From an optimization exercise on the open Yosys and OpenROAD flow, aimed at small area, a short achievable clock period and few clock cycles; shortcuts taken in it are not production practice.
Only simulation tests tie the RTL to the original design; equivalence was not proved.
Power is estimated from default activity; no workload was simulated.

File: design/flow/design.v
package lspd_pkg;
  localparam int MAX_SAMPLES = 40;
  localparam int CNT_W       = 7;
  localparam int SAMPLE_AW   = (MAX_SAMPLES > 1) ? $clog2(MAX_SAMPLES) : 1;
  localparam int NUM_W       = 6;
  localparam logic [7:0]       HDR0_BYTE      = 8'hAA;
  localparam logic [7:0]       HDR1_BYTE      = 8'h55;
  localparam logic [7:0]       TYPE_MAX       = 8'h01;
  localparam logic [7:0]       ZERO_PKT_COUNT = 8'h01;
  localparam logic [15:0]      XOR_SEED       = 16'h55AA;
  localparam logic [CNT_W-1:0] LIMIT_RESET    = CNT_W'(40);
  localparam logic [CNT_W-1:0] MAX_LIMIT      = CNT_W'(MAX_SAMPLES);
  localparam logic [7:0]       TALLY_SAT      = 8'd254;
  localparam logic [7:0]       TALLY_NEVER    = 8'd255;
  typedef enum logic [2:0] {
    ST_SAMPLE     = 3'd0,
    ST_BAD_HEADER = 3'd1,
    ST_BAD_TYPE   = 3'd2,
    ST_ZERO_COUNT = 3'd3,
    ST_BAD_COUNT  = 3'd4,
    ST_ANGLE_BIT  = 3'd5,
    ST_CHECKSUM   = 3'd6
  } status_t;
  typedef struct packed {
    logic    hold;
    logic    xor_word;
    logic    set_count;
    logic    set_first;
    logic    set_final;
    logic    store;
    logic    restart;
    logic    err_load;
    status_t err_code;
    logic    good;
    logic    drain_read;
    logic    drain_load;
  } ctrl_cmd_t;
  typedef struct packed {
    logic is_hdr0;
    logic is_hdr1;
    logic type_ok;
    logic angle_lsb;
    logic kind_bad;
    logic range_bad;
    logic last_sample;
    logic xor_ok;
    logic drain_last;
    logic out_busy;
  } dp_status_t;
endpackage
import lspd_pkg::*;
module lspd_regs
(
  input  logic             clk,
  input  logic             rst,
  input  logic             psel,
  input  logic             penable,
  input  logic             pwrite,
  input  logic [2:0]       paddr,
  input  logic [31:0]      pwdata,
  output logic [31:0]      prdata,
  output logic             pready,
  output logic [lspd_pkg::CNT_W-1:0] sample_limit,
  output logic [5:0]       count_max      
);
  localparam logic REG_SAMPLE_LIMIT = 1'b0;
  logic wr_en;
  assign pready = 1'b1;
  assign wr_en  = psel && penable && pwrite && pready && (paddr[2] == REG_SAMPLE_LIMIT);
  always_ff @(posedge clk) begin
    if (rst) begin
      sample_limit <= LIMIT_RESET;
      count_max    <= 6'd40;
    end else if (wr_en) begin
      sample_limit <= pwdata[CNT_W-1:0];
      count_max    <= (pwdata[CNT_W-1:0] > MAX_LIMIT) ? 6'd40 : pwdata[5:0];
    end
  end
  always_comb begin
    prdata = '0;
    if (paddr[2] == REG_SAMPLE_LIMIT) begin
      prdata = {{(32-CNT_W){1'b0}}, sample_limit};
    end
  end
endmodule
import lspd_pkg::*;
module lidar_scan_packet_deframer
(
  input  logic        clk,
  input  logic        rst,
  input  logic        s_tvalid,
  output logic        s_tready,
  input  logic [7:0]  s_tdata,
  output logic        m_tvalid,
  input  logic        m_tready,
  output logic [63:0] m_tdata,
  output logic [2:0]  m_tuser,
  output logic        m_tlast,
  input  logic        psel,
  input  logic        penable,
  input  logic        pwrite,
  input  logic [2:0]  paddr,
  input  logic [31:0] pwdata,
  output logic [31:0] prdata,
  output logic        pready
);
  localparam int DEPTH = 40;
  logic [CNT_W-1:0] sample_limit;
  lspd_regs u_regs (
    .clk          (clk),
    .rst          (rst),
    .psel         (psel),
    .penable      (penable),
    .pwrite       (pwrite),
    .paddr        (paddr),
    .pwdata       (pwdata),
    .prdata       (prdata),
    .pready       (pready),
    .sample_limit (sample_limit),
    .count_max    (cmax)
  );
  function automatic logic [1:0] enc4(input logic [3:0] h);
    enc4 = {h[2] | h[3], h[1] | h[3]};
  endfunction
  function automatic logic [3:0] enc10(input logic [9:0] h);
    enc10 = {h[8] | h[9], h[4] | h[5] | h[6] | h[7], h[2] | h[3] | h[6] | h[7],
             h[1] | h[3] | h[5] | h[7] | h[9]};
  endfunction
  function automatic logic [5:0] inc40(input logic [5:0] p);
    inc40 = (p == 6'd39) ? 6'd0 : p + 6'd1;
  endfunction
  localparam int S_HDR0 = 0, S_HDR1 = 1, S_TYPE = 2, S_COUNT = 3, S_SA_LO = 4,
                 S_SA_HI = 5, S_EA_LO = 6, S_EA_HI = 7, S_CK_LO = 8, S_CK_HI = 9,
                 S_SMP_LO = 10, S_SMP_HI = 11, S_CKERR = 12;
  localparam logic [12:0] ST_HUNT = 13'd1;
  logic       rdy;
  logic       h_v;
  logic [7:0] h_b;
  logic       h_aa, h_55, h_le1, h_eq1, h_cok, h_hiok;
  logic       accept;
  logic       go;
  logic       stall;
  logic [5:0] cmax;
  logic [12:0] st, st_nx;
  logic [15:0] xsum;
  assign s_tready = rdy;
  assign accept   = s_tvalid && rdy;
  assign go       = h_v && !stall;
  always_ff @(posedge clk) begin
    if (rst) begin
      h_v <= 1'b0;
    end else if (!h_v || go) begin
      h_v <= accept;
    end
  end
  always_ff @(posedge clk) begin
    if (!h_v || go) begin
      h_b    <= s_tdata;
      h_aa   <= (s_tdata == 8'hAA);
      h_55   <= (s_tdata == 8'h55);
      h_le1  <= (s_tdata[7:1] == 7'd0);
      h_eq1  <= (s_tdata == 8'h01);
      h_cok  <= (s_tdata != 8'd0) && (s_tdata[7:6] == 2'b00) && (s_tdata[5:0] <= cmax);
      h_hiok <= (s_tdata == xsum[15:8]);
    end
  end
  logic [7:0]  held;
  logic [5:0]  p_c;        
  logic        p_t;
  logic [14:0] p_sa, p_ea;
  logic [5:0]  rem;        
  logic        lo_ok;      
  logic [15:0] word;
  logic        err;
  logic [2:0]  code;
  logic        last;       
  logic        good;
  logic        ckerr;
  logic [15:0] mem [0:DEPTH-1];
  logic [5:0]  wp, cp, rd;
  logic        nz;         
  logic        cm_pend;    
  logic [5:0]  pp_start;   
  logic        ld;         
  logic        cm_pend_nx;
  logic        rd_first;   
  assign word  = {h_b, held};
  assign stall = full || (st[S_COUNT] && cm_pend) || st[S_CKERR];
  logic cnt_bad;
  assign cnt_bad = (held[0] && !h_eq1) || !h_cok;
  assign err = (st[S_HDR0] && !h_aa) || (st[S_HDR1] && !h_55) ||
               (st[S_TYPE] && !h_le1) || (st[S_COUNT] && cnt_bad) ||
               ((st[S_SA_LO] || st[S_EA_LO]) && !h_b[0]);
  assign good  = st[S_SMP_HI] && last && lo_ok && h_hiok;
  assign ckerr = st[S_SMP_HI] && last && !(lo_ok && h_hiok);
  always_comb begin
    code = 3'd5;
    if (st[S_HDR0] || st[S_HDR1]) code = 3'd1;
    if (st[S_TYPE]) code = 3'd2;
    if (st[S_COUNT]) code = (held[0] && !h_eq1) ? 3'd3 : 3'd4;
    if (st[S_CKERR]) code = 3'd6;
  end
  always_comb begin
    st_nx = '0;
    st_nx[S_HDR0]   = err || good;
    st_nx[S_HDR1]   = st[S_HDR0] && h_aa;
    st_nx[S_TYPE]   = st[S_HDR1] && h_55;
    st_nx[S_COUNT]  = st[S_TYPE] && h_le1;
    st_nx[S_SA_LO]  = st[S_COUNT] && !cnt_bad;
    st_nx[S_SA_HI]  = st[S_SA_LO] && h_b[0];
    st_nx[S_EA_LO]  = st[S_SA_HI];
    st_nx[S_EA_HI]  = st[S_EA_LO] && h_b[0];
    st_nx[S_CK_LO]  = st[S_EA_HI];
    st_nx[S_CK_HI]  = st[S_CK_LO];
    st_nx[S_SMP_LO] = st[S_CK_HI] || (st[S_SMP_HI] && !last);
    st_nx[S_SMP_HI] = st[S_SMP_LO];
    st_nx[S_CKERR]  = ckerr;
  end
  logic        cm1;        
  logic        full;       
  logic [15:0] wdata;
  assign cm1   = (go && err) || st[S_CKERR];
  assign wdata = st[S_SMP_HI] ? word : {13'd0, code};
  always_ff @(posedge clk) begin
    if (rst) begin
      st  <= ST_HUNT;
      rdy <= 1'b1;
    end else begin
      if (st[S_CKERR]) st <= ST_HUNT;
      else if (go) st <= st_nx;
      rdy <= !(((h_v && !go) || accept) &&
               ((go ? st_nx[S_COUNT] : st[S_COUNT]) && cm_pend_nx ||
                (go && ckerr) || full_nx));
    end
  end
  always_ff @(posedge clk) begin
    if (go) begin
      held <= h_b;
      if (st[S_HDR0]) xsum <= XOR_SEED;
      if (st[S_COUNT] || st[S_SA_HI] || st[S_EA_HI] || st[S_CK_HI] || st[S_SMP_HI])
        xsum <= xsum ^ word;
      if (st[S_COUNT]) begin
        p_c <= h_b[5:0];
        p_t <= held[0];
        rem  <= h_b[5:0];
        last <= (h_b[5:0] == 6'd1);
      end
      if (st[S_SMP_HI]) begin
        rem  <= rem - 6'd1;
        last <= (rem == 6'd2);
      end
      if (st[S_SA_HI]) p_sa <= word[15:1];
      if (st[S_EA_HI]) p_ea <= word[15:1];
      if (st[S_SMP_LO]) lo_ok <= (h_b == xsum[7:0]);
    end
  end
  logic       smp_go, cm_any, adv, cfull;
  logic [5:0] rd_nx, cp_nx, rd_p1, wp_p1;
  logic       rd_eq_cp, rd1_eq_cp, wp_eq_rd, wp1_eq_rd;
  assign smp_go    = go && st[S_SMP_HI];
  assign cm_any    = cm1 || (smp_go && good);
  assign adv       = cm1 || (smp_go && !ckerr);    
  logic [9:0] rd_g, rd_g1;
  logic [3:0] rd_s, rd_s1;
  assign rd_s1 = {rd_s[2:0], rd_s[3]};
  assign rd_g1 = rd_s[3] ? {rd_g[8:0], rd_g[9]} : rd_g;
  assign rd    = {enc10(rd_g), enc4(rd_s)};
  assign rd_p1 = {enc10(rd_g1), enc4(rd_s1)};
  assign wp_p1     = inc40(wp);
  assign rd_nx     = ld ? rd_p1 : rd;
  assign cp_nx     = cm_any ? wp_p1 : cp;
  assign rd_eq_cp  = (rd == cp);
  assign rd1_eq_cp = (rd_p1 == cp);
  assign wp_eq_rd  = (wp == rd);
  assign wp1_eq_rd = (wp_p1 == rd);
  logic full_nx;
  assign full_nx = adv ? (ld ? wp_eq_rd : wp1_eq_rd) : (!(smp_go && ckerr) && full && !ld);
  always_ff @(posedge clk) begin
    if (rst) begin
      wp    <= '0;
      cp    <= '0;
      full  <= 1'b0;
      nz    <= 1'b0;
      cfull <= 1'b0;
    end else begin
      full  <= full_nx;
      cp    <= cp_nx;
      nz    <= cm_any || (ld ? !rd1_eq_cp : (cfull || !rd_eq_cp));
      cfull <= cm_any ? (ld ? wp_eq_rd : wp1_eq_rd) : (cfull && !ld);
      if (adv) wp <= wp_p1;
      else if (smp_go && ckerr) wp <= cp;
    end
  end
  always_ff @(posedge clk) begin
    if (!full) mem[wp] <= wdata;
    if (go && good) pp_start <= cp;
  end
  logic        pkt_act;    
  logic [5:0]  r_left;     
  logic [14:0] d_sa, d_ea;
  logic        d_t;
  logic [2:0]  out_code;
  logic [15:0] out_dist;
  logic [5:0]  out_i;
  logic        out_last;
  logic [7:0]  ftally;
  logic        rd_smp, rd_last;
  logic [15:0] rd_word;
  assign ld       = nz && (!m_tvalid || m_tready);
  logic pkt_act_nx, at_start_nx;
  assign pkt_act_nx  = (ld && rd_smp) ? !rd_last : pkt_act;
  assign cm_pend_nx  = (go && good) || (cm_pend && !(ld && rd_first));
  assign at_start_nx = (go && good) ? (ld ? rd1_eq_cp : rd_eq_cp)
                                    : (ld ? (rd_p1 == pp_start) : (rd == pp_start));
  assign rd_smp   = pkt_act || rd_first;
  assign rd_last  = pkt_act ? (r_left == 6'd1) : (p_c == 6'd1);
  logic [15:0] sub_word [0:3];
  always_comb begin
    for (int k = 0; k < 4; k++) begin
      sub_word[k] = '0;
      for (int g = 0; g < 10; g++) sub_word[k] = sub_word[k] | (mem[4*g+k] & {16{rd_g[g]}});
    end
    rd_word = '0;
    for (int k = 0; k < 4; k++) rd_word = rd_word | (sub_word[k] & {16{rd_s[k]}});
  end
  always_ff @(posedge clk) begin
    if (rst) begin
      rd_g     <= 10'd1;
      rd_s     <= 4'd1;
      cm_pend  <= 1'b0;
      pkt_act  <= 1'b0;
      rd_first <= 1'b0;
      m_tvalid <= 1'b0;
      ftally   <= 8'd255;
    end else begin
      if (ld) begin
        rd_s     <= rd_s1;
        rd_g     <= rd_g1;
        m_tvalid <= 1'b1;
        if (rd_smp) begin
          pkt_act <= pkt_act_nx;
          ftally  <= 8'd0;
        end else if (ftally < 8'd254) begin
          ftally  <= ftally + 8'd1;
        end
      end else if (m_tready) begin
        m_tvalid <= 1'b0;
      end
      cm_pend  <= cm_pend_nx;
      rd_first <= cm_pend_nx && !pkt_act_nx && at_start_nx;
    end
  end
  always_ff @(posedge clk) begin
    if (ld) begin
      if (rd_smp) r_left <= (pkt_act ? r_left : p_c) - 6'd1;
      if (rd_first) begin
        d_sa <= p_sa;
        d_ea <= p_ea;
        d_t  <= p_t;
      end else if (!rd_smp) begin
        d_sa <= '0;
        d_ea <= '0;
        d_t  <= 1'b0;
      end
      out_code <= rd_smp ? 3'd0 : rd_word[2:0];
      out_dist <= {rd_word[15:3], rd_smp ? rd_word[2:0] : 3'd0};
      out_i    <= pkt_act ? out_i + 6'd1 : 6'd0;
      out_last <= !rd_smp || rd_last;
    end
  end
  assign m_tdata = {3'b000, ftally, d_t, d_ea, d_sa, out_i, out_dist};
  assign m_tuser = out_code;
  assign m_tlast = out_last;
endmodule
File: design/flow/constraint.sdc
create_clock -name core_clock -period 4.5 [get_ports {clk}]
set_input_delay 0.9000 -clock core_clock [delete_from_list [all_inputs] [get_ports {clk}]]
set_output_delay 0.9000 -clock core_clock [all_outputs]
set_load 0.01 [all_outputs]
File: design/flow/config.mk
export PLATFORM = sky130hd
export DESIGN_NAME = lidar_scan_packet_deframer
export DESIGN_NICKNAME = lidar_scan_packet_deframer
export VERILOG_FILES = /design/flow/design.v
export SDC_FILE = /design/flow/constraint.sdc
export NUM_CORES = 4
export LEC_CHECK = 0
export ABC_CLOCK_PERIOD_IN_PS = 2000
export CAP_MARGIN = 20
export CORE_MARGIN = 2
export CORE_UTILIZATION = 30
export CTS_CLUSTER_DIAMETER = 100
export CTS_CLUSTER_SIZE = 30
export SETUP_SLACK_MARGIN = 2.4
export SLEW_MARGIN = 20
File: design/flow/run.sh
#!/bin/bash
# synth_recipe.tcl (not shown) runs the flow's synth.tcl, then flattens the netlist and writes it again
# the make line also repeats each setting of config.mk as NAME=value (left out here)
make -C /OpenROAD-flow-scripts/flow DESIGN_CONFIG=/design/flow/config.mk WORK_HOME=/design/flow/orfs CLKGATE_MAP_FILE= SYNTH_SCRIPT=/design/flow/synth_recipe.tcl finish
==> flow_summary.toml, run 1 <==
[outcome]
outcome = "complete, no violations"

[placement]
dp_cells = 3668
portBuffers = 96
placed_cell_area_um2 = 36200
finalWeightedCongestion = 0.847
hpwl_um = 50200

[power]
pwr-share-seq_pct = 61.8
peakVddDrop_v = 0.000234
power.density_nw_per_um2 = 384
leakagePower_nw = 12.4
p_clk_share_pct = 28.2
p_switching_mw = 3.61
p_int_mw = 11.2
combPwrFrac_pct = 10.0
power_mw = 14.8
switching_share_pct = 24.4

[yosys]
syn_inst = 2140
ys_ff_latch = 861
postSynth.asyncResetShare_pct = 0
synth_edf_count = 792
synth_warnings = 3
yosysUniqueCellTypes = 75
synth_ff_type = "edfxtp_1"
syn_area_um2 = 33200
ys_seq_area_share_pct = 75.8
syn_avg_cell_area_um2 = 15.5

[setup_path]
crit-reg2reg-capture = "rdy"
crit_chain = "nor2b_4, o21a_1, o31a_1, a211o_1, or3b_4, a31o_1"
critical_path_class = "reg2reg"
ff2ff_setup_slack_ps = 2340
path_delay_family = "compound AO/OA/AOI/OAI gates"
crit_path_end_kind = "flip-flop"
crit_required_ps = 5030
reg2reg_from = "held[0]"
cp_data_arrival_time_ps = 2690
cp_num_buf_inv = 0
startpoint = "held[0]"
critPathMaxStageDelay_ps = 450
cp_slowest_cell = "edfxtp_1"
worstPathMaxFanout = 4
setup.worst_path.start_class = "flip-flop"
rr_worst_depth = 6

[drt]
drcViolationCount = 0
wl_met3_um = 6370
routed.top_layer = "met4"
vias = 20122
viasPerCell = 5.28
wl_met2_um = 45200
post_drt_wl_per_cell_um = 24.0
drtAntennaViolNets = 0
wl_met1_um = 37200
drtPass1Iterations = 6
drt_iter0_drc = 2468
wl_um = 91300

[sta]
relSlewSlack_pct = 44.6
finalClockSkew_ps = 50.8
rsz0062_at_grt = "yes"
tns_ps = 0
clock.fmax_ghz = 0.463
worstMarginPinSlew_ps = 830
setup_violations = 0
period_needed_ps = 2160
slew_violations = 0
hold_viol = 0
period_share_pct = 48.0

[floorplanning]
core_area_um2 = 110000
die_w_um = 337
die_height_um = 337
start_util_pct = 30.1
die_area_um2 = 113000
top_level_ports = 153
num_rows = 122

[global_routing]
grt_pass1_vias = 19491
gr-total-overflow = 0
antenna_found_initial = 1
track_usage_pct = 15.6
grt_max_degree = 72
grt_pass1_wl_um = 132000

[finish]
post-route-util_pct = 35.0
finalNetCount = 2367
layout_commonest_cell = "edfxtp_1"
area_growth_pct = 16.0
layout_common_cells = "792 x edfxtp_1, 208 x a22oi_1, 125 x buf_4"
drive_gt1_share_pct = 18.6
diodes = 0
n_fill_cell = 10458
fin_area_um2 = 38500
fin_cells = 3809

[worst_hold_path]
worstHoldEndpoint = "u_regs.sample_limit[4]"
worstHoldPathCells = 2
worstHoldStart = "u_regs.sample_limit[4]"
hold_class = "reg2reg"

[clocking]
cts_tree = "yes"
numCtsBuffers = 38
cts.clk_slew.worst_paths_ps = 120
clk_latency_ps = 630
cts_root_buffer = "clkbuf_16"
h-tree-depth = 2
clk_path_buf_depth = 3
cts.sinks = 861

[job]
maxCapViolCount = 0
-- how the worst max path moves through the flow --
| stage | cells after the start | end |
|---|---|---|
| 2_1_floorplan | 3 | mem[29][0] |
| 3_3_place_gp | 8 | rdy |
| 3_5_place_dp | 8 | ftally[5] |
| 4_1_cts | 2 | prdata[2] |
| 5_1_grt | 1 | m_tdata[3] |
| 6_report | 6 | rdy |
-- logic make-up (layout without fill, tap and decap cells) --
family / after synthesis / in the layout / synth area share, %
flops: 861 / 861 / 75.8
compound gates: 519 / 519 / 11.5
simple gates: 475 / 475 / 7.39
buf+inv: 190 / 344 / 2.55
xor+xnor: 65 / 65 / 1.80
mux: 15 / 15 / 0.456
fa+ha+maj: 13 / 13 / 0.490
other cells: 2 / 29 / 0.0226
-- registers in the layout, indices dropped and copies added, names as in the netlist, 4 cells and up --
register,flops
r_left,6
d_sa,15
ftally,8
pp_start,6
xsum,16
p_ea,15
p_c,6
rd_s,4
rd_g,10
u_regs.sample_limit,7
wp,6
held,8
cp,6
p_sa,15
out_dist,16
mem,640
h_b,8
rem,6
out_i,6
u_regs.count_max,6
d_ea,15
st,13
-- cell type report --
type | instances | area (um^2) | area share (%)
timing repair inverter | 2 | 15.0 | 0.0390
multi-input combinational | 1116 | 7820 | 20.3
tap | 1488 | 1860 | 4.83
sequential | 861 | 25300 | 65.6
timing repair buffer | 258 | 2280 | 5.91
inverter | 27 | 125 | 0.325
clock buffer | 44 | 973 | 2.53
clock inverter | 13 | 189 | 0.490
-- worst min-delay path: cells and delay by family, from the launching register on --
kind / cells / cell delay (ps)
flip-flops: 1 / 330
AND/OR/NAND/NOR: 1 / 50
AO/OA/AOI/OAI: 1 / 50
-- repair_timing --
| item | in CTS | in global routing |
|---|---|---|
| hold buffers | 0 | 0 |
| buffers inserted | 57 | 19 |
| pin swaps | 19 | 27 |
| cloned | 7 | 1 |
| resized for setup | 401 | 63 |
| endpoints found under the setup margin | 402 | 246 |
-- Yosys cell counts, drive strengths merged (45+ instances only) --
| cell | number | area [um^2] |
|---|---|---|
| edfxtp | 792 | 23800 |
| a22oi | 225 | 1690 |
| nand2 | 126 | 475 |
| clkbuf | 99 | 372 |
| nor2 | 95 | 364 |
| nand4 | 78 | 488 |
| a21oi | 69 | 345 |
| dfxtp | 69 | 1380 |
| a221oi | 67 | 587 |
| a22o | 65 | 569 |
| buf | 64 | 373 |
| and2 | 48 | 300 |
| xnor2 | 45 | 394 |
-- power groups by stage --
stage | combinational [mW] | sequential (mW) | clock [mW]
6_report | 1.48 | 9.13 | 4.16
3_3_place_gp | 1.34 | 9.34 | 0
5_1_grt | 1.60 | 9.16 | 4.49
3_5_place_dp | 1.36 | 9.36 | 0
4_1_cts | 1.42 | 9.14 | 4.24
2_1_floorplan | 0.731 | 9.33 | 0
-- through the flow --
step / hold WS [ps] / setup WS, ps
after floorplan: 406 / 1970
after global placement: 440 / 1100
after detailed placement: 453 / 1070
after CTS: 468 / 2210
after global routing: 478 / 2310
final: 466 / 2340
-- metal layers --
layer | vias to the layer above | track usage [%]
met2 | 890 | 27.2
met3 | 133 | 1.71
met4 | 0 | 4.37
met1 | 10375 | 20.7
met5 | - | 0
li1 | 8724 | -
Testbench counts, summed over its fixed seeds: cycles 18,635.
==> run 2: changes to the inputs <==
--- a/design/flow/config.mk
+++ b/design/flow/config.mk
@@ -11,5 +11,5 @@
 export CORE_UTILIZATION = 30
 export CTS_CLUSTER_DIAMETER = 100
 export CTS_CLUSTER_SIZE = 30
-export SETUP_SLACK_MARGIN = 2.4
+export SETUP_SLACK_MARGIN = 2.35
 export SLEW_MARGIN = 20
==> run 2 against run 1 <==
  * Critical endpoint unchanged
  * Cell count fell by 0.32%
  * Wire length barely moved
  * Highest routed layer is now met5
  * Critical path type unchanged
  * Area after synthesis did not move
  * Design area fell by 1.1%
  * Total power fell by 1.4%
  * Clock power fell by 4%
  * Critical path depth did not move
  * Still clean on timing, DRC and antenna
  * Synthesized cell count did not move
==> flow_summary.toml, run 2 <==
[sta]
hold_viol = 0
period_needed_ps = 2170
clock.fmax_ghz = 0.461
setup_ws_ps = 2330
relSlewSlack_pct = 45.9
timing.hold.ws_ps = 461
rsz0062_at_grt = "yes"
finalClockSkew_ps = 49.3
slew_violations = 0
setup_violations = 0
worstMarginPinSlew_ps = 810
tns_ps = 0
period_share_pct = 48.2

[yosys]
synth_ff_type = "edfxtp_1"
ys_ff_latch = 861
synth.most_common_cell = "edfxtp_1"
syn_inst = 2140
yosys-top-cells-area = "edfxtp_1 72%, a22oi_1 5.1%, dfxtp_1 4.2%, a221oi_1 1.8%, a22o_1 1.7%"
ys_seq_area_share_pct = 75.8
synth_warnings = 3
synth_top_cell_by_area = "edfxtp_1"
synth_top_cell_area_share_pct = 71.6
postSynth.asyncResetShare_pct = 0
synth_edf_count = 792
yosysUniqueCellTypes = 75
syn_avg_cell_area_um2 = 15.5
syn_area_um2 = 33200
synth_commonest_cells = "792 x edfxtp_1, 225 x a22oi_1, 125 x nand2_1"

[finish]
area_growth_pct = 14.7
n_fill_cell = 10485
post-route-util_pct = 34.6
regMostFlops = "mem"
biggestRegsByFlops = "mem x640, out_dist x16, xsum x16"
fin_area_um2 = 38100
multi_input_area_um2 = 7710
layout_commonest_cell = "edfxtp_1"
layout_common_cells = "792 x edfxtp_1, 210 x a22oi_1, 125 x buf_4"
finalNetCount = 2357
largest_reg_flops = 640
seq_area_um2 = 25300
drive_gt1_share_pct = 17.4
fin_cells = 3797
diodes = 0

[setup_path]
crit_path_end_kind = "flip-flop"
cp_data_arrival_time_ps = 2680
reg2reg_from = "held[0]"
setup.worst_path.start_class = "flip-flop"
ff2ff_setup_slack_ps = 2330
startpoint = "held[0]"
worstPathMaxFanout = 4
critical_path_class = "reg2reg"
rr_worst_depth = 6
endpoint = "rdy"
crit_required_ps = 5010
crit-reg2reg-capture = "rdy"

[floorplanning]
num_rows = 122
die_area_um2 = 113000
start_util_pct = 30.1
core_area_um2 = 110000
die_w_um = 337
top_level_ports = 153
die_height_um = 337

[clocking]
numCtsBuffers = 36
cts.clk_slew.worst_paths_ps = 120
cts_hold_buf = 0
h-tree-depth = 2
cts.sinks = 861
cts_root_buffer = "clkbuf_16"
clk_path_buf_depth = 3
cts_tree = "yes"
clk_latency_ps = 630

[placement]
dp_cells = 3673
portBuffers = 96
placed_cell_area_um2 = 36200
dp_slack_ps = 1130
finalWeightedCongestion = 0.838
hpwl_um = 51700

[outcome]
outcome = "complete, no violations"

[drt]
drt_iter0_drc = 2516
post_drt_wl_per_cell_um = 24.0
drtPass1Iterations = 5
wl_um = 91200
wl_met2_um = 45100
wl_met3_um = 6980
routed.top_layer = "met5"
viasPerCell = 5.30
drtAntennaViolNets = 0
vias = 20142
drcViolationCount = 0
wl_met1_um = 37300

[global_routing]
track_usage_pct = 15.6
grt_pass1_wl_um = 131000
gr-total-overflow = 0
antenna_found_initial = 2
grt_max_degree = 47
grt_pass1_vias = 19521

[worst_hold_path]
hold_class = "reg2reg"

[job]
maxCapViolCount = 0

[power]
power.density_nw_per_um2 = 382
leakagePower_nw = 12.2
peakVddDrop_v = 0.000204
power_mw = 14.6
[run 2: cell counts after synthesis]
Identical to the previous run, type by type.
[run 2: what timing repair did]
action	in CTS	in global routing
endpoints found under the hold margin	0	0
setup endpoints to repair	426	340
pin swaps	20	8
gates cloned	4	0
resized for setup	378	51
buffers inserted	48	19
[run 2: cell type report]
| cell class | count | area share [%] |
|---|---|---|
| clock inverter | 8 | 0.332 |
| timing repair inverter | 1 | 0.0230 |
| clock buffer | 45 | 2.45 |
| multi-input combinational | 1117 | 20.2 |
| timing repair buffer | 250 | 5.44 |
| sequential | 861 | 66.3 |
| tap | 1488 | 4.89 |
| inverter | 27 | 0.332 |
[run 2: critical path: stages, from the launching register on]
cell	delay (ps)
edfxtp_1	450
nor2b_4	170
o21a_1	230
o31a_1	300
a211o_1	330
or3b_4	390
a31o_1	210
[run 2: how the worst min path moves through the flow]
stage	startpoint	endpoint	slack, ps	cells past startpoint
final	st[8]	st[9]	460	2
after global routing	u_regs.count_max[1]	u_regs.count_max[1]	490	2
after detailed placement	st[8]	st[9]	450	2
after CTS	st[8]	st[9]	470	2
after floorplan	cp[0]	pp_start[0]	410	0
after global placement	st[8]	st[9]	440	2
[run 2: power breakdown]
part / leakage, nW / switching [mW] / internal (mW)
clock: 0.511 / 2.43 / 1.55
sequential: 7.95 / 0.165 / 8.98
combinational: 3.74 / 0.908 / 0.539
total: 12.2 / 3.50 / 11.1
[run 2: logic make-up after synthesis]
family	count (synthesis)	share of synthesized area [%]
other cells	2	0.0226
compound gates	519	11.5
xor+xnor	65	1.80
buf+inv	190	2.55
mux	15	0.456
fa+ha+maj	13	0.490
simple gates	475	7.39
flops	861	75.8
[run 2: per-layer routing]
layer | up-vias | global-route usage [%]
li1 | 8683 | -
met2 | 905 | 27.0
met4 | 2 | 3.56
met5 | - | 0
met3 | 125 | 2.06
met1 | 10427 | 20.7
==> run 3: changes to the inputs <==
--- a/design/flow/config.mk
+++ b/design/flow/config.mk
@@ -8,7 +8,7 @@
 export ABC_CLOCK_PERIOD_IN_PS = 2000
 export CAP_MARGIN = 20
 export CORE_MARGIN = 2
-export CORE_UTILIZATION = 30
+export CORE_UTILIZATION = 33
 export CTS_CLUSTER_DIAMETER = 100
 export CTS_CLUSTER_SIZE = 30
 export SETUP_SLACK_MARGIN = 2.35
==> run 3 against run 2 <==
  * Still clean on timing, DRC and antenna
  * Count of clock-buffer cells in the layout down 1
  * Via count down 0.32%
  * Register-to-register slack worse by 20 ps
  * Wire length up 0.67%
  * Combinational power grew 4%
  * First-iteration DRC count decreased by 13%
==> flow_summary.toml, run 3 <==
[finish]
biggestRegsByFlops = "mem x640, out_dist x16, xsum x16"
n_fill_cell = 9094
largest_reg_flops = 640
regMostFlops = "mem"
layout_commonest_cell = "edfxtp_1"
layout_common_cells = "792 x edfxtp_1, 205 x a22oi_1, 132 x buf_4"
drive_gt1_share_pct = 18.5
multi_input_area_um2 = 7780
fin_area_um2 = 38100
fin_cells = 3617
finalNetCount = 2369
diodes = 0
seq_area_um2 = 25300
area_growth_pct = 14.8

[worst_hold_path]
worstHoldEndpoint = "u_regs.sample_limit[4]"
worstHoldPathCells = 2
hold_class = "reg2reg"
worstHoldStart = "u_regs.sample_limit[4]"

[global_routing]
grt_pass1_vias = 19629
antenna_found_initial = 1
grt_max_degree = 41
track_usage_pct = 17.3
gr-total-overflow = 0
grt_pass1_wl_um = 133000

[setup_path]
crit_path_end_kind = "flip-flop"
cp_slowest_cell = "or3_1"
ff2ff_setup_slack_ps = 2310
crit-reg2reg-capture = "rd_first"
worstPathMaxFanout = 21
setup.worst_path.start_class = "flip-flop"
reg2reg_from = "rd_g[8]"
critPathMaxStageDelay_ps = 420
crit_required_ps = 5030
critical_path_class = "reg2reg"
rr_worst_depth = 8
cp_num_buf_inv = 2
cp_data_arrival_time_ps = 2710
path_delay_family = "simple AND/OR/NAND/NOR gates"
crit_chain = "buf_12, buf_4, or3_1, nor4_2, nor3_1, nor4b_1, nand4_1, a31oi_1"

[floorplanning]
top_level_ports = 153
die_area_um2 = 103000
die_w_um = 321
core_area_um2 = 100000
start_util_pct = 33.2
num_rows = 116
die_height_um = 321

[drt]
drtPass1Iterations = 5
wl_um = 91800
drcViolationCount = 0
viasPerCell = 5.55
drt_iter0_drc = 2191
drtAntennaViolNets = 0
vias = 20078
post_drt_wl_per_cell_um = 25.4

[clocking]
cts.clk_slew.worst_paths_ps = 100
cts_tree = "yes"
clk_latency_ps = 610
h-tree-depth = 2
cts_root_buffer = "clkbuf_16"
numCtsBuffers = 36
clk_path_buf_depth = 3
cts.sinks = 861
cts_hold_buf = 0

[power]
leakagePower_nw = 12.3
peakVddDrop_v = 0.000226
power.density_nw_per_um2 = 385

[yosys]
yosysUniqueCellTypes = 75
synth_commonest_cells = "792 x edfxtp_1, 225 x a22oi_1, 125 x nand2_1"
syn_inst = 2140
syn_avg_cell_area_um2 = 15.5
synth_top_cell_area_share_pct = 71.6
ys_seq_area_share_pct = 75.8
yosys-top-cells-area = "edfxtp_1 72%, a22oi_1 5.1%, dfxtp_1 4.2%, a221oi_1 1.8%, a22o_1 1.7%"
synth_warnings = 3
synth_top_cell_by_area = "edfxtp_1"
ys_ff_latch = 861
postSynth.asyncResetShare_pct = 0
synth_ff_type = "edfxtp_1"
synth_edf_count = 792
syn_area_um2 = 33200
synth.most_common_cell = "edfxtp_1"

[sta]
tns_ps = 0
rsz0062_at_grt = "yes"
clock.fmax_ghz = 0.457
slew_violations = 0
setup_violations = 0
period_share_pct = 48.6
period_needed_ps = 2190
worstMarginPinSlew_ps = 778
setup_ws_ps = 2310
hold_viol = 0
finalClockSkew_ps = 30.0
relSlewSlack_pct = 47.9

[outcome]
outcome = "complete, no violations"

[placement]
finalWeightedCongestion = 0.865
placed_cell_area_um2 = 36000
hpwl_um = 51600
dp_slack_ps = 921
portBuffers = 96
dp_cells = 3488

[job]
maxCapViolCount = 0
## run 3: cells by family after synthesis
family                   Yosys count  synth area share, %
AO/OA/AOI/OAI                    519                 11.5
XOR/XNOR                          65                 1.80
adder cells (fa/ha/maj)           13                0.490
buffers and inverters            190                 2.55
flip-flops                       861                 75.8
multiplexers                      15                0.456
other                              2               0.0226
AND/OR/NAND/NOR                  475                 7.39
## run 3: how the worst max path moves through the flow
stage,start,to,cells after the start
after CTS,u_regs.sample_limit[5],prdata[5],2
after detailed placement,m_tready,ftally[3],7
final,rd_g[8],rd_first,8
after global routing,rd_g[8],rd_first,8
after global placement,m_tready,rdy,8
after floorplan,wp[0],mem[29][0],3
## run 3: tightest hold or removal path, cell delays in order (launching register included)
cell and delay (ps):
dfxtp_2 330, nand2_1 50, a21oi_1 50
## run 3: report_power, final
group / switching (mW) / leakage, nW / total, mW / internal [mW]
Sequential: 0.172 / 7.95 / 9.15 / 8.98
Clock: 2.39 / 0.531 / 4.02 / 1.63
Combinational: 0.937 / 3.84 / 1.51 / 0.569
Total: 3.50 / 12.3 / 14.7 / 11.2
## run 3: stage by stage
step / power (mW) / hold slack [ps] / util [%]
after floorplan: 10.1 / 406 / -
after global placement: 10.7 / 443 / 36.0
after detailed placement: 10.7 / 449 / 36.0
after CTS: 14.7 / 466 / 37.8
after global routing: 15.2 / 485 / 38.1
final: 14.7 / 463 / 38.1
## run 3: repair_timing
item | in CTS | in global routing
pin swaps | 22 | 24
resized for setup | 381 | 72
cloned | 5 | 2
setup endpoints to repair | 461 | 219
buffers inserted | 58 | 13
## run 3: area by class of cell
type / count / share of cell area (%)
Inverter: 27 / 0.318
Timing Repair Buffer: 260 / 5.80
Multi-Input combinational cell: 1118 / 20.4
Tap cell: 1298 / 4.26
Clock buffer: 44 / 2.61
Sequential cell: 861 / 66.3
Timing Repair inverter: 2 / 0.0394
Clock inverter: 7 / 0.253
## run 3: per-layer routing
metal | GRT usage, % | wire, um | share of wire [%]
met4 | 5.35 | 2990 | 3.3
met1 | 22.6 | 36600 | 40
met2 | 30.0 | 45500 | 50
met3 | 2.25 | 6750 | 7.4
met5 | 0 | 0 | 0
==> run 4: changes to the inputs <==
--- a/design/flow/config.mk
+++ b/design/flow/config.mk
@@ -8,8 +8,8 @@
 export ABC_CLOCK_PERIOD_IN_PS = 2000
 export CAP_MARGIN = 20
 export CORE_MARGIN = 2
-export CORE_UTILIZATION = 33
+export CORE_UTILIZATION = 27
 export CTS_CLUSTER_DIAMETER = 100
 export CTS_CLUSTER_SIZE = 30
-export SETUP_SLACK_MARGIN = 2.35
+export SETUP_SLACK_MARGIN = 2.4
 export SLEW_MARGIN = 20
==> run 4 against run 3 <==
  * Still clean on timing, DRC and antenna
  * Total power is 0.76% higher
  * Clock power grew 2%
  * Register-to-register slack gained 80 ps
  * Count of clock-buffer cells in the layout rose by 5
  * Wire length up 5.4%
  * Utilization decreased by 6.1 points
  * Largest power group unchanged
==> flow_summary.toml, run 4 <==
[outcome]
outcome = "complete, no violations"

[clocking]
clk_path_buf_depth = 3
cts.sinks = 861
cts.clk_slew.worst_paths_ps = 110
clk_latency_ps = 630
cts_tree = "yes"
numCtsBuffers = 37
cts_hold_buf = 0
cts_root_buffer = "clkbuf_16"
h-tree-depth = 2

[power]
power_mw = 14.8
power.density_nw_per_um2 = 379
leakagePower_nw = 12.5
peakVddDrop_v = 0.000235

[yosys]
postSynth.asyncResetShare_pct = 0
synth_top_cell_area_share_pct = 71.6
synth_commonest_cells = "792 x edfxtp_1, 225 x a22oi_1, 125 x nand2_1"
syn_avg_cell_area_um2 = 15.5
synth_edf_count = 792
syn_inst = 2140
synth_top_cell_by_area = "edfxtp_1"
yosysUniqueCellTypes = 75
synth.most_common_cell = "edfxtp_1"
yosys-top-cells-area = "edfxtp_1 72%, a22oi_1 5.1%, dfxtp_1 4.2%, a221oi_1 1.8%, a22o_1 1.7%"
ys_seq_area_share_pct = 75.8
syn_area_um2 = 33200
synth_warnings = 3
ys_ff_latch = 861
synth_ff_type = "edfxtp_1"

[finish]
layout_commonest_cell = "edfxtp_1"
area_growth_pct = 17.4
biggestRegsByFlops = "mem x640, out_dist x16, xsum x16"
largest_reg_flops = 640
layout_common_cells = "792 x edfxtp_1, 204 x a22oi_1, 135 x buf_4"
regMostFlops = "mem"
drive_gt1_share_pct = 19.8
finalNetCount = 2392

[setup_path]
cp_data_arrival_time_ps = 1250
critPathMaxStageDelay_ps = 140
critical_path_class = "in2out"
worstPathMaxFanout = 5
cp_slowest_cell = "buf_2"
crit_path_end_kind = "output pin"
crit_required_ps = 3600
setup.worst_path.start_class = "primary input"
crit_chain = "buf_8, nor2b_1, buf_2"

[drt]
viasPerCell = 5.14
wl_met2_um = 46300
vias = 20452
drtPass1Iterations = 5
wl_um = 96800
drtAntennaViolNets = 0
post_drt_wl_per_cell_um = 24.3
wl_met3_um = 7970
drcViolationCount = 0
wl_met1_um = 40400
drt_iter0_drc = 2405
routed.top_layer = "met5"

[placement]
hpwl_um = 48900
finalWeightedCongestion = 0.790
portBuffers = 96

[floorplanning]
num_rows = 128
die_height_um = 355
core_area_um2 = 122000
top_level_ports = 153
die_area_um2 = 126000
die_w_um = 355
start_util_pct = 27.3

[sta]
setup_violations = 0
rsz0062_at_grt = "yes"
hold_viol = 0
tns_ps = 0
slew_violations = 0
finalClockSkew_ps = 57.8
worstMarginPinSlew_ps = 773
relSlewSlack_pct = 48.4
period_share_pct = 47.8
clock.fmax_ghz = 0.465
period_needed_ps = 2150

[job]
maxCapViolCount = 0

[global_routing]
track_usage_pct = 14.6
antenna_found_initial = 6
grt_pass1_vias = 19111
grt_max_degree = 43
grt_pass1_wl_um = 135000
gr-total-overflow = 0

[worst_hold_path]
hold_class = "reg2reg"
-- run 4: changes by cell type in the layout (fill, tap and decap cells not counted), moves of 5 or more --
cell and delta:
buf_6 +9, clkbuf_1 +7, buf_2 +6, buf_12 +17, clkbuf_2 -5, nor2_4 +11
nor2_1 -15
-- run 4: layout make-up --
type	count	area (um^2)
Clock buffer	49	971
Fill cell	11787	82900
Clock inverter	11	165
Tap cell	1625	2030
Inverter	27	116
Antenna cell	1	2.50
Multi-Input combinational cell	1118	7870
Timing Repair Buffer	282	2570
Timing Repair inverter	2	12.5
Sequential cell	861	25300
-- run 4: stage by stage --
stage / setup slack [ps] / hold WS [ps] / std cells / instance area, um^2 / utilization, %
after floorplan: 1970 / 406 / 2167 / 33500 / -
after global placement: 1150 / 437 / 3795 / 36300 / 29.8
after detailed placement: 1150 / 447 / 3795 / 36300 / 29.8
after CTS: 2240 / 465 / 3930 / 38300 / 31.5
after global routing: 2320 / 483 / 3975 / 39000 / 32.0
final: 2350 / 463 / 3976 / 39000 / 32.0
-- run 4: logic make-up (layout without fill, tap and decap cells) --
group                    count (synthesis)  in the layout  share of synthesized area, %
other                                    2             30                        0.0226
AND/OR/NAND/NOR                        475            475                          7.39
XOR/XNOR                                65             65                          1.80
AO/OA/AOI/OAI                          519            521                          11.5
flip-flops                             861            861                          75.8
buffers and inverters                  190            371                          2.55
multiplexers                            15             15                         0.456
adder cells (fa/ha/maj)                 13             13                         0.490
-- run 4: worst paths after layout --
| kind | start | to | slack (ps) | cells past startpoint |
|---|---|---|---|---|
| hold / removal | u_regs.count_max[1] | u_regs.count_max[1] | 460 | 2 |
| setup reg to reg | held[0] | rdy | 2390 | 6 |
| setup / recovery | paddr[2] | prdata[3] | 2350 | 3 |
| hold reg to reg | u_regs.count_max[1] | u_regs.count_max[1] | 460 | 2 |
-- run 4: repair_timing --
action                                  CTS  global route
endpoints found under the setup margin  560           290
cloned                                    3             3
setup buffers                            72            42
resized for setup                       389            65
pin swaps                                23            24
-- run 4: critical path, delay by kind of cell --
| family | cells | cell delay (ps) |
|---|---|---|
| buffers and inverters | 2 | 250 |
| AND/OR/NAND/NOR | 1 | 100 |
-- run 4: report_power, final --
group	total, mW	leakage, nW	internal [mW]	switching, mW
clock	4.12	0.539	1.61	2.50
combinational	1.55	3.99	0.590	0.955
sequential	9.13	7.95	8.98	0.151
-- run 4: per-layer routing --
metal	GRT usage (%)	vias up
met5	0	-
met4	3.53	2
met3	1.99	121
met2	24.2	943
met1	20.1	10620
li1	-	8766
==> run 5: changes to the inputs <==
--- a/design/flow/config.mk
+++ b/design/flow/config.mk
@@ -11,5 +11,6 @@
 export CORE_UTILIZATION = 27
 export CTS_CLUSTER_DIAMETER = 100
 export CTS_CLUSTER_SIZE = 30
-export SETUP_SLACK_MARGIN = 2.4
+export PLACE_DENSITY = 0.65
+export SETUP_SLACK_MARGIN = 2.35
 export SLEW_MARGIN = 20
==> run 5 against run 4 <==
  * Sequential power barely moved
  * Critical path depth is the same
  * Non-clock buffer count down 33
  * Area after synthesis stayed put
  * Utilization is 0.33 points lower
  * Via count fell by 1.5%
  * Count of clock-buffer cells in the layout stayed put
  * Largest power group unchanged
  * Synthesized cell count did not move
  * Cell count decreased by 0.91%
  * Combinational power is 6% lower
  * Critical endpoint is now prdata[6]
  * Critical path type unchanged
  * Fmax is 0.15% lower
==> flow_summary.toml, run 5 <==
[placement]
portBuffers = 96
finalWeightedCongestion = 0.824
hpwl_um = 49300
dp_slack_ps = 1320

[sta]
relSlewSlack_pct = 44.4
finalClockSkew_ps = 43.2
tns_ps = 0
clock.fmax_ghz = 0.464
worstMarginPinSlew_ps = 834
setup_violations = 0
period_share_pct = 47.9
hold_viol = 0
setup_ws_ps = 2350
slew_violations = 0
period_needed_ps = 2150
rsz0062_at_grt = "yes"

[setup_path]
worstPathMaxFanout = 5
setup.worst_path.start_class = "primary input"
cp_num_buf_inv = 2
crit_required_ps = 3600
critPathMaxStageDelay_ps = 140
path_delay_family = "buffers and inverters"
crit-reg2reg-capture = "out_dist[10]"
startpoint = "paddr[2]"
cp_data_arrival_time_ps = 1250
critical_path_class = "in2out"
rr_worst_depth = 6
crit_chain = "buf_8, nor2b_1, buf_2"
ff2ff_setup_slack_ps = 2380
path_depth = 3
crit_path_end_kind = "output pin"
endpoint = "prdata[6]"
cp_slowest_cell = "buf_2"
reg2reg_from = "rd_g[1]"

[floorplanning]
die_height_um = 355
start_util_pct = 27.3
core_area_um2 = 122000
die_area_um2 = 126000
die_w_um = 355
num_rows = 128
top_level_ports = 153

[yosys]
yosys-top-cells-area = "edfxtp_1 72%, a22oi_1 5.1%, dfxtp_1 4.2%, a221oi_1 1.8%, a22o_1 1.7%"
synthMuxAreaShare_pct = 0.456
yosys.area_share.simple_pct = 7.39
ys_seq_area_share_pct = 75.8
synth_ff_type = "edfxtp_1"
yosysUniqueCellTypes = 75
synthAdderAreaFrac_pct = 0.490
synth_top_family_by_area = "compound AO/OA/AOI/OAI gates"
postSynth.asyncResetShare_pct = 0
synth_commonest_cells = "792 x edfxtp_1, 225 x a22oi_1, 125 x nand2_1"
ys_ff_latch = 861
syn_inst = 2140
synth_edf_count = 792
synth_xor_area_share_pct = 1.80
syn_area_um2 = 33200
synth_top_cell_by_area = "edfxtp_1"
synth_compound_area_share_pct = 11.5
syn_avg_cell_area_um2 = 15.5
synth_warnings = 3
synth.most_common_cell = "edfxtp_1"
synth_top_cell_area_share_pct = 71.6

[finish]
seq_area_um2 = 25300
largest_reg_flops = 640
regMostFlops = "mem"
multi_input_area_um2 = 7790
layout_commonest_cell = "edfxtp_1"
biggestRegsByFlops = "mem x640, out_dist x16, xsum x16"
area_growth_pct = 16.2
drive_gt1_share_pct = 17.8
n_fill_cell = 11721
layout_common_cells = "792 x edfxtp_1, 210 x a22oi_1, 123 x nand2_1"
finalNetCount = 2357

[clocking]
clk_path_buf_depth = 3
cts.sinks = 861
cts_tree = "yes"
numCtsBuffers = 37
cts_root_buffer = "clkbuf_16"
cts.clk_slew.worst_paths_ps = 90
clk_latency_ps = 620
h-tree-depth = 2

[drt]
vias = 20135
drt_iter0_drc = 2488
drcViolationCount = 0
wl_um = 92600
drtAntennaViolNets = 0
viasPerCell = 5.11
drtPass1Iterations = 5
post_drt_wl_per_cell_um = 23.5

[global_routing]
antenna_found_initial = 3
gr-total-overflow = 0
grt_pass1_vias = 19139
track_usage_pct = 14.1
grt_pass1_wl_um = 132000
grt_max_degree = 42

[outcome]
outcome = "complete, no violations"

[power]
leakagePower_nw = 12.3
peakVddDrop_v = 0.000222
power.density_nw_per_um2 = 385

[worst_hold_path]
worstHoldPathCells = 2
hold_class = "reg2reg"

[job]
maxCapViolCount = 0
-- run 5: worst min-delay path: cells and delay by family, from the launching register on --
family | cells | cell delay (ps)
flip-flops | 1 | 320
AO/OA/AOI/OAI | 1 | 50
AND/OR/NAND/NOR | 1 | 50
-- run 5: cell families (layout without fill, tap and decap cells) --
logic type,Yosys count,in the layout
flip-flops,861,861
AO/OA/AOI/OAI,519,519
AND/OR/NAND/NOR,475,476
buffers and inverters,190,336
XOR/XNOR,65,65
multiplexers,15,15
adder cells (fa/ha/maj),13,13
other,2,30
-- run 5: routing by layer --
layer  track usage (%)  part of all wire, %  vias up
met3              2.17                  9.0      131
met1              19.3                   41    10294
met4              3.38                  2.4        2
li1                  -                    -     8701
met2              23.3                   48     1007
met5                 0                0.011        -
-- run 5: where the power goes --
part           internal (mW)  leakage [nW]  switching, mW
logic                  0.541          3.78          0.920
registers               8.98          7.94          0.156
clock network           1.76         0.576           2.51
-- run 5: metrics by stage --
step	cell area (um^2)	hold slack (ps)	power (mW)	std cells	util (%)
after floorplan	33400	406	10.1	2167	-
after global placement	36300	442	10.7	3799	29.8
after detailed placement	36300	444	10.7	3799	29.8
after CTS	38200	460	14.9	3914	31.4
after global routing	38600	491	15.3	3940	31.7
final	38600	459	14.9	3940	31.7
-- run 5: cell type report --
type,instances,share of cell area [%]
repair buffers,249,5.70
multi-input cells,1117,20.2
clock buffers,49,2.57
flip-flops and latches,861,65.4
inverters,27,0.314
diodes,1,0.00648
clock inverters,10,0.538
well taps,1625,5.27
repair inverters,1,0.0162
-- run 5: worst min-delay path by stage --
stage / startpoint / to / slack, ps
2_1_floorplan: cp[0] / pp_start[0] / 410
3_3_place_gp: st[8] / st[9] / 440
3_5_place_dp: st[8] / st[9] / 440
4_1_cts: st[8] / st[9] / 460
5_1_grt: u_regs.count_max[4] / u_regs.count_max[4] / 490
6_report: u_regs.count_max[4] / u_regs.count_max[4] / 460
-- run 5: timing repair --
item / in CTS / in global routing
setup buffers: 54 / 23
cloned: 2 / 1
hold buffers: 0 / 0
pin swaps: 17 / 19
endpoints found under the setup margin: 524 / 294
hold endpoints to repair: 0 / 0
gates resized for setup: 360 / 55
==> run 6: changes to the inputs <==
--- a/design/flow/config.mk
+++ b/design/flow/config.mk
@@ -11,6 +11,5 @@
 export CORE_UTILIZATION = 27
 export CTS_CLUSTER_DIAMETER = 100
 export CTS_CLUSTER_SIZE = 30
-export PLACE_DENSITY = 0.65
 export SETUP_SLACK_MARGIN = 2.35
 export SLEW_MARGIN = 20
==> run 6 against run 5 <==
  * Die area did not move
  * Wire length rose by 2.8%
  * Critical path type unchanged
  * Clock skew rose by 20 ps
  * Utilization fell by 0.061 points
  * Critical path depth did not move
  * Register-to-register slack barely moved
  * Total power fell by 1.1%
  * Still clean on timing, DRC and antenna
  * Sequential share of layout area rose by 0.13 points
==> flow_summary.toml, run 6 <==
[yosys]
synth.most_common_cell = "edfxtp_1"
syn_avg_cell_area_um2 = 15.5
yosys-top-cells-area = "edfxtp_1 72%, a22oi_1 5.1%, dfxtp_1 4.2%, a221oi_1 1.8%, a22o_1 1.7%"
synth_ff_type = "edfxtp_1"
syn_inst = 2140
ys_seq_area_share_pct = 75.8
synth_top_cell_area_share_pct = 71.6
synth_warnings = 3
synth_edf_count = 792
postSynth.asyncResetShare_pct = 0
ys_ff_latch = 861
syn_area_um2 = 33200
yosysUniqueCellTypes = 75
synth_top_cell_by_area = "edfxtp_1"
synth_commonest_cells = "792 x edfxtp_1, 225 x a22oi_1, 125 x nand2_1"

[placement]
hpwl_um = 49200
finalWeightedCongestion = 0.829
dp_slack_ps = 1340
portBuffers = 96

[drt]
drtAntennaViolNets = 0
drt_iter0_drc = 2400
drtPass1Iterations = 7
wl_um = 95100
post_drt_wl_per_cell_um = 24.2
wl_met1_um = 39200
wl_met2_um = 45600
wl_met3_um = 8130
drcViolationCount = 0
viasPerCell = 5.10
vias = 20086
routed.top_layer = "met5"

[sta]
timing.hold.ws_ps = 463
period_needed_ps = 2150
finalClockSkew_ps = 63.0
period_share_pct = 47.9
setup_ws_ps = 2350
slew_violations = 0
setup_violations = 0
rsz0062_at_grt = "yes"
clock.fmax_ghz = 0.464
worstMarginPinSlew_ps = 904
hold_viol = 0
tns_ps = 0
relSlewSlack_pct = 39.8

[finish]
drive_gt1_share_pct = 18.0
largest_reg_flops = 640
area_growth_pct = 16.0
post-route-util_pct = 31.6
n_fill_cell = 11796
regMostFlops = "mem"
finalNetCount = 2360
layout_commonest_cell = "edfxtp_1"
diodes = 0
multi_input_area_um2 = 7730
layout_common_cells = "792 x edfxtp_1, 209 x a22oi_1, 123 x nand2_1"
biggestRegsByFlops = "mem x640, out_dist x16, xsum x16"
seq_area_um2 = 25300

[job]
maxCapViolCount = 0

[global_routing]
antenna_found_initial = 3
grt_pass1_wl_um = 135000
grt_pass1_vias = 19015
gr-total-overflow = 0
grt_max_degree = 42
track_usage_pct = 14.5

[clocking]
cts.clk_slew.worst_paths_ps = 120
cts_root_buffer = "clkbuf_16"
cts_tree = "yes"
h-tree-depth = 2
clk_path_buf_depth = 3
numCtsBuffers = 37
clk_latency_ps = 640
cts.sinks = 861

[worst_hold_path]
hold_class = "reg2reg"
worstHoldStart = "st[8]"
worstHoldPathCells = 2

[floorplanning]
top_level_ports = 153
start_util_pct = 27.3
die_w_um = 355
die_height_um = 355
die_area_um2 = 126000
core_area_um2 = 122000
num_rows = 128

[setup_path]
setup.worst_path.start_class = "primary input"
reg2reg_from = "wp[3]"
crit_required_ps = 3600
crit_path_end_kind = "output pin"
cp_data_arrival_time_ps = 1250
rr_worst_depth = 6
worstPathMaxFanout = 5
startpoint = "paddr[2]"
critical_path_class = "in2out"
ff2ff_setup_slack_ps = 2380

[power]
peakVddDrop_v = 0.000299
leakagePower_nw = 12.3
power.density_nw_per_um2 = 381

[outcome]
outcome = "complete, no violations"
-- run 6: layer usage --
metal / GRT usage (%) / vias up
met5: 0 / -
met4: 3.35 / 2
met3: 2.58 / 115
met2: 24.2 / 882
met1: 19.6 / 10389
li1: - / 8698
-- run 6: final timing paths --
check | end
max reg2reg | rdy
min | st[9]
max | prdata[5]
min reg2reg | st[9]
-- run 6: power breakdown --
group          internal, mW  switching, mW  leakage [nW]
clock                  1.62           2.49         0.543
sequential             8.98          0.183          7.95
combinational         0.542          0.884          3.80
-- run 6: kinds of logic (layout without fill, tap and decap cells) --
group           Yosys count  in the layout  synth area share [%]
other cells               2             29                0.0226
compound gates          519            519                  11.5
mux                      15             15                 0.456
flops                   861            861                  75.8
xor+xnor                 65             65                  1.80
buf+inv                 190            335                  2.55
simple gates            475            476                  7.39
fa+ha+maj                13             13                 0.490
-- run 6: area by class of cell --
class                      count  area share (%)
clock inverter                11           0.422
multi-input combinational   1117            20.1
clock buffer                  44            2.53
tap                         1625            5.28
inverter                      27           0.315
sequential                   861            65.5
timing repair buffer         251            5.81
timing repair inverter         2          0.0390
-- run 6: timing repair --
action	4_1_cts	5_1_grt
pin swaps	11	15
hold buffers	0	0
resized for setup	356	53
endpoints found under the setup margin	352	193
cloned	2	2
setup buffers	47	28
-- run 6: critical path: stages --
cell     delay [ps]
buf_12          110
nor2b_1         110
buf_2           140
-- run 6: metrics by stage --
stage	cells	power (mW)	instance area [um^2]
2_1_floorplan	2167	10.1	33400
3_3_place_gp	3803	10.7	36400
3_5_place_dp	3803	10.7	36400
4_1_cts	3907	14.7	38000
5_1_grt	3938	15.2	38500
6_report	3938	14.7	38500
==> run 7: changes to the inputs <==
--- a/design/flow/config.mk
+++ b/design/flow/config.mk
@@ -11,5 +11,6 @@
 export CORE_UTILIZATION = 27
 export CTS_CLUSTER_DIAMETER = 100
 export CTS_CLUSTER_SIZE = 30
+export PLACE_DENSITY = 0.55
 export SETUP_SLACK_MARGIN = 2.35
 export SLEW_MARGIN = 20
==> run 7 against run 6 <==
  * Still clean
  * Register-to-register slack worse by 20 ps
  * Global-route usage up 0.61 points
  * Clock power up 4%
  * Combinational power about the same
  * Die area unchanged
  * First-iteration DRC count down 0.50%
  * Fmax up 0.45%
  * Cell count up 0.36%
  * Sequential power about the same
  * Critical path depth up 3
  * Critical path type is now reg2reg
  * Largest cell class unchanged
  * Largest power group unchanged
==> flow_summary.toml, run 7 <==
[outcome]
outcome = "complete, no violations"

[yosys]
synth_ff_type = "edfxtp_1"
postSynth.asyncResetShare_pct = 0
yosysUniqueCellTypes = 75
synth.most_common_cell = "edfxtp_1"
synth_top_cell_by_area = "edfxtp_1"
yosys-top-cells-area = "edfxtp_1 72%, a22oi_1 5.1%, dfxtp_1 4.2%, a221oi_1 1.8%, a22o_1 1.7%"
ys_ff_latch = 861
synth_commonest_cells = "792 x edfxtp_1, 225 x a22oi_1, 125 x nand2_1"
synth_edf_count = 792
synth_warnings = 3
synth_top_cell_area_share_pct = 71.6
ys_seq_area_share_pct = 75.8
syn_inst = 2140
syn_area_um2 = 33200
syn_avg_cell_area_um2 = 15.5

[finish]
largest_reg_flops = 640
layout_common_cells = "792 x edfxtp_1, 211 x a22oi_1, 125 x buf_4"
diodes = 0
finalNetCount = 2371
area_growth_pct = 16.9
regMostFlops = "mem"
post-route-util_pct = 31.8
seq_area_um2 = 25300
multi_input_area_um2 = 7810
layout_commonest_cell = "edfxtp_1"
n_fill_cell = 11839
fin_cells = 3952
biggestRegsByFlops = "mem x640, out_dist x16, xsum x16"
drive_gt1_share_pct = 19.0

[power]
power.density_nw_per_um2 = 384
peakVddDrop_v = 0.000249
leakagePower_nw = 12.4

[global_routing]
grt_pass1_wl_um = 139000
antenna_found_initial = 3
track_usage_pct = 15.1
met3_usage_pct = 3.13
use_met1_pct = 20.8
gr-usage-met2_pct = 24.2
gr-total-overflow = 0
grt_pass1_vias = 19381
grt.busiest_layer = "met2"
grt_max_degree = 42

[drt]
drtAntennaViolNets = 0
drcViolationCount = 0
drt_iter0_drc = 2388
vias = 20250
post_drt_wl_per_cell_um = 24.9
drtPass1Iterations = 6
wl_um = 98300
viasPerCell = 5.12

[floorplanning]
num_rows = 128
die_area_um2 = 126000
die_w_um = 355
core_area_um2 = 122000
top_level_ports = 153
die_height_um = 355
start_util_pct = 27.3

[setup_path]
crit_required_ps = 4870
critical_path_class = "reg2reg"
crit_path_end_kind = "flip-flop"
cp_data_arrival_time_ps = 2510
worstPathMaxFanout = 7
setup.worst_path.start_class = "flip-flop"

[sta]
setup_violations = 0
slew_violations = 0
relSlewSlack_pct = 41.7
clock.fmax_ghz = 0.466
hold_viol = 0
setup_ws_ps = 2360
period_share_pct = 47.6
timing.hold.ws_ps = 461
period_needed_ps = 2140
rsz0062_at_grt = "yes"
tns_ps = 0
worstMarginPinSlew_ps = 875
finalClockSkew_ps = 39.2

[job]
maxCapViolCount = 0

[placement]
portBuffers = 96
dp_slack_ps = 1040
hpwl_um = 50200
dp_cells = 3800
finalWeightedCongestion = 0.804

[clocking]
cts_tree = "yes"
cts.sinks = 861
cts_root_buffer = "clkbuf_16"
numCtsBuffers = 38
cts.clk_slew.worst_paths_ps = 110
clk_latency_ps = 630
clk_path_buf_depth = 3
h-tree-depth = 2

[worst_hold_path]
hold_class = "reg2reg"
-- run 7: cell counts after synthesis --
Identical to the previous run, type by type.
-- run 7: cell families after synthesis --
logic type               count (synthesis)  synth area share [%]
AO/OA/AOI/OAI                          519                  11.5
XOR/XNOR                                65                  1.80
flip-flops                             861                  75.8
multiplexers                            15                 0.456
AND/OR/NAND/NOR                        475                  7.39
buffers and inverters                  190                  2.55
adder cells (fa/ha/maj)                 13                 0.490
other                                    2                0.0226
-- run 7: timing repair --
item	in CTS	in global routing
pin swaps	14	20
gates cloned	3	1
resized for setup	369	60
hold buffers	0	0
setup buffers	68	21
endpoints found under the setup margin	514	220
-- run 7: routing by layer --
layer / vias up / wire [um]
li1: 8739 / -
met1: 10524 / 41900
met2: 868 / 45800
met3: 119 / 8350
met4: 0 / 2200
met5: - / 0
-- run 7: stage by stage --
step / area [um^2] / power, mW
2_1_floorplan: 33400 / 10.1
3_3_place_gp: 36300 / 10.7
3_5_place_dp: 36400 / 10.7
4_1_cts: 38500 / 15.0
5_1_grt: 38800 / 15.4
6_report: 38800 / 14.9
-- run 7: area by class of cell --
type	instances	area share (%)
clock buffer	43	2.55
clock inverter	16	0.567
inverter	27	0.313
multi-input combinational	1117	20.1
sequential	861	65.1
tap	1625	5.24
timing repair buffer	262	6.08
timing repair inverter	1	0.0161
-- run 7: where the power goes --
group	switching (mW)	internal [mW]	leakage [nW]
sequential	0.180	8.98	7.95
clock	2.56	1.73	0.586
combinational	0.899	0.553	3.86
-- run 7: worst paths after layout --
| check | cells after the start | to | startpoint | slack (ps) |
|---|---|---|---|---|
| max | 6 | out_dist[10] | rd_g[1] | 2360 |
| min | 2 | st[9] | st[8] | 460 |
| max reg2reg | 6 | out_dist[10] | rd_g[1] | 2360 |
| min reg2reg | 2 | st[9] | st[8] | 460 |
-- run 7: critical path, stage by stage (launching register included) --
cell	delay [ps]
dfxtp_4	420
buf_12	160
a22o_1	210
a221oi_1	250
nand4_1	310
a22oi_1	420
nand2_1	150
==> run 8: changes to the inputs <==
--- a/design/flow/config.mk
+++ b/design/flow/config.mk
@@ -9,8 +9,7 @@
 export CAP_MARGIN = 20
 export CORE_MARGIN = 2
 export CORE_UTILIZATION = 27
-export CTS_CLUSTER_DIAMETER = 100
+export CTS_CLUSTER_DIAMETER = 60
 export CTS_CLUSTER_SIZE = 30
-export PLACE_DENSITY = 0.55
 export SETUP_SLACK_MARGIN = 2.35
 export SLEW_MARGIN = 20
==> run 8 against run 7 <==
  * Count of clock-buffer cells in the layout rose by 16
  * Cell count rose by 0.99%
  * Global-route usage fell by 0.53 points
  * Still clean on timing, DRC and antenna
  * Critical endpoint is now prdata[2]
  * Setup slack got worse by 22 ps
  * Utilization rose by 0.68 points
  * Clock skew rose by 34 ps
  * Critical path depth fell by 3
==> flow_summary.toml, run 8 <==
[finish]
layout_common_cells = "792 x edfxtp_1, 212 x a22oi_1, 123 x nand2_1"
largest_reg_flops = 640
biggestRegsByFlops = "mem x640, out_dist x16, xsum x16"
fin_cells = 3991
area_growth_pct = 19.4
finalNetCount = 2377
layout_commonest_cell = "edfxtp_1"
drive_gt1_share_pct = 20.3
regMostFlops = "mem"
n_fill_cell = 11710

[yosys]
syn_inst = 2140
synth.most_common_cell = "edfxtp_1"
synthMuxAreaShare_pct = 0.456
synth_edf_count = 792
postSynth.asyncResetShare_pct = 0
syn_area_um2 = 33200
synth_commonest_cells = "792 x edfxtp_1, 225 x a22oi_1, 125 x nand2_1"
yosys.area_share.simple_pct = 7.39
yosys-top-cells-area = "edfxtp_1 72%, a22oi_1 5.1%, dfxtp_1 4.2%, a221oi_1 1.8%, a22o_1 1.7%"
synth_compound_area_share_pct = 11.5
yosysUniqueCellTypes = 75
syn_avg_cell_area_um2 = 15.5
synth_top_cell_area_share_pct = 71.6
ys_seq_area_share_pct = 75.8
synth_top_cell_by_area = "edfxtp_1"
synthAdderAreaFrac_pct = 0.490
ys_ff_latch = 861
synth_xor_area_share_pct = 1.80
synth_ff_type = "edfxtp_1"
synth_top_family_by_area = "compound AO/OA/AOI/OAI gates"
synth_warnings = 3

[drt]
drcViolationCount = 0
drt_iter0_drc = 2291
wl_um = 95800
post_drt_wl_per_cell_um = 24.0
drtAntennaViolNets = 0
vias = 20182
viasPerCell = 5.06
drtPass1Iterations = 5

[clocking]
cts_root_buffer = "clkbuf_16"
cts_tree = "yes"
cts.sinks = 861
clk_latency_ps = 700
numCtsBuffers = 59
clk_path_buf_depth = 3
cts_hold_buf = 0
cts.clk_slew.worst_paths_ps = 80
h-tree-depth = 2

[power]
leakagePower_nw = 12.8
peakVddDrop_v = 0.000384
power_mw = 16.9
power.density_nw_per_um2 = 426

[setup_path]
cp_data_arrival_time_ps = 1270
crit-reg2reg-capture = "mem[12][14]"
rr_worst_depth = 5
worstPathMaxFanout = 5
crit_required_ps = 3600
ff2ff_setup_slack_ps = 2390
crit_path_end_kind = "output pin"
critical_path_class = "in2out"
reg2reg_from = "wp[5]"
setup.worst_path.start_class = "primary input"

[global_routing]
gr-total-overflow = 0
track_usage_pct = 14.6
grt_pass1_wl_um = 135000
antenna_found_initial = 3
grt_pass1_vias = 19252
grt_max_degree = 42

[job]
maxCapViolCount = 0

[placement]
finalWeightedCongestion = 0.829
dp_cells = 3803
portBuffers = 96
hpwl_um = 49200

[floorplanning]
die_area_um2 = 126000
num_rows = 128
top_level_ports = 153
die_w_um = 355
start_util_pct = 27.3
die_height_um = 355
core_area_um2 = 122000

[sta]
tns_ps = 0
rsz0062_at_grt = "yes"
period_needed_ps = 2170
setup_violations = 0
finalClockSkew_ps = 73.0
hold_viol = 0
slew_violations = 0
period_share_pct = 48.1
timing.hold.ws_ps = 461
relSlewSlack_pct = 41.4
clock.fmax_ghz = 0.462
worstMarginPinSlew_ps = 878

[worst_hold_path]
hold_class = "reg2reg"
worstHoldEndpoint = "st[9]"
worstHoldStart = "st[8]"
worstHoldPathCells = 2

[outcome]
outcome = "complete, no violations"
-- run 8: cell types whose count changed in the layout (fill, tap and decap cells not counted), sizes merged --
cell           change
dlygate4sd2        -2
clkinvlp           +2
clkdlybuf4s50      -1
clkinv             +2
bufinv             +2
dlymetal6s2s       +3
buf                -9
clkbuf            +17
nand2b             +1
diode              +1
clkdlybuf4s15      -8
inv               +32
a21oi              -1
-- run 8: worst max path at each step --
| stage | start | endpoint | slack [ps] |
|---|---|---|---|
| floorplan | wp[0] | mem[29][0] | 1970 |
| global placement | m_tready | rdy | 1350 |
| detailed placement | m_tready | rdy | 1340 |
| CTS | out_code[0] | m_tuser[0] | 2300 |
| global route | u_regs.sample_limit[2] | prdata[2] | 2280 |
| finish | paddr[2] | prdata[2] | 2330 |
-- run 8: kinds of logic after synthesis --
group,after synthesis
flops,861
xor+xnor,65
other cells,2
simple gates,475
compound gates,519
buf+inv,190
mux,15
fa+ha+maj,13
-- run 8: stage by stage --
stage               setup slack (ps)  area [um^2]  util [%]
floorplan                       1970        33400         -
global placement                1350        36400      29.8
detailed placement              1340        36400      29.8
CTS                             2300        39000      32.0
global route                    2280        39600      32.5
finish                          2330        39600      32.5
-- run 8: timing repair --
| item | 4_1_cts | 5_1_grt |
|---|---|---|
| cloned | 1 | 3 |
| resized for setup | 389 | 51 |
| endpoints found under the setup margin | 364 | 224 |
| pin swaps | 12 | 13 |
| buffers inserted | 40 | 30 |
-- run 8: cell type report --
class                           instances  area, um^2  share of cell area [%]
Sequential cell                       861       25300                    63.7
Multi-Input combinational cell       1117        7740                    19.5
Timing Repair Buffer                  246        2150                    5.41
Tap cell                             1625        2030                    5.13
Clock buffer                           59        1480                    3.72
Clock inverter                         53         846                    2.13
Inverter                               27         121                   0.306
Timing Repair inverter                  2        15.0                  0.0379
Antenna cell                            1        2.50                 0.00631
-- run 8: critical path, stage by stage --
cell     delay [ps]
buf_12          120
nor2b_1         110
buf_2           140
-- run 8: per-layer routing --
metal | part of all wire (%) | track usage [%] | wire, um
met4 | 2.5 | 3.82 | 2400
met1 | 41 | 19.7 | 39400
met3 | 8.7 | 2.69 | 8290
met2 | 48 | 24.0 | 45700
met5 | 0.016 | 0 | 15
-- run 8: where the power goes --
part | internal, mW | switching (mW)
Clock | 2.92 | 3.36
Combinational | 0.541 | 0.902
Sequential | 8.98 | 0.181
Total | 12.4 | 4.44

static timing again, ports no longer ideal:
How much do the figures lean on ideal ports? The routed layouts below were timed once more, with nothing changed but the port constraints.
Step 1 sets driving cells, clkbuf_16 on the clock port and buf_2 on the other inputs (assumed; they add their load-dependent delay and slew).
Step 2 also shifts input and output timing later by t, the mid clock arrival at the registers, as if the neighbouring blocks saw the same clock.
Slacks: no drivers / after step 1 / after step 2; pairs: no drivers / after step 1.
run | t (ns) | slack for setup (ns)
run 1 | 0.668 | 2.339 / 2.260 / 1.777
run 2 | 0.676 | 2.331 / 2.255 / 1.713
run 3 | 0.659 | 2.312 / 2.264 / 1.696
run 4 | 0.666 | 2.349 / 2.267 / 1.748
run 5 | 0.674 | 2.346 / 2.267 / 1.810
run 6 | 0.675 | 2.346 / 2.275 / 1.744
run 7 | 0.669 | 2.356 / 2.268 / 1.811
run 8 | 0.734 | 2.333 / 2.263 / 1.813
After both steps setup and hold are still met in every run listed.
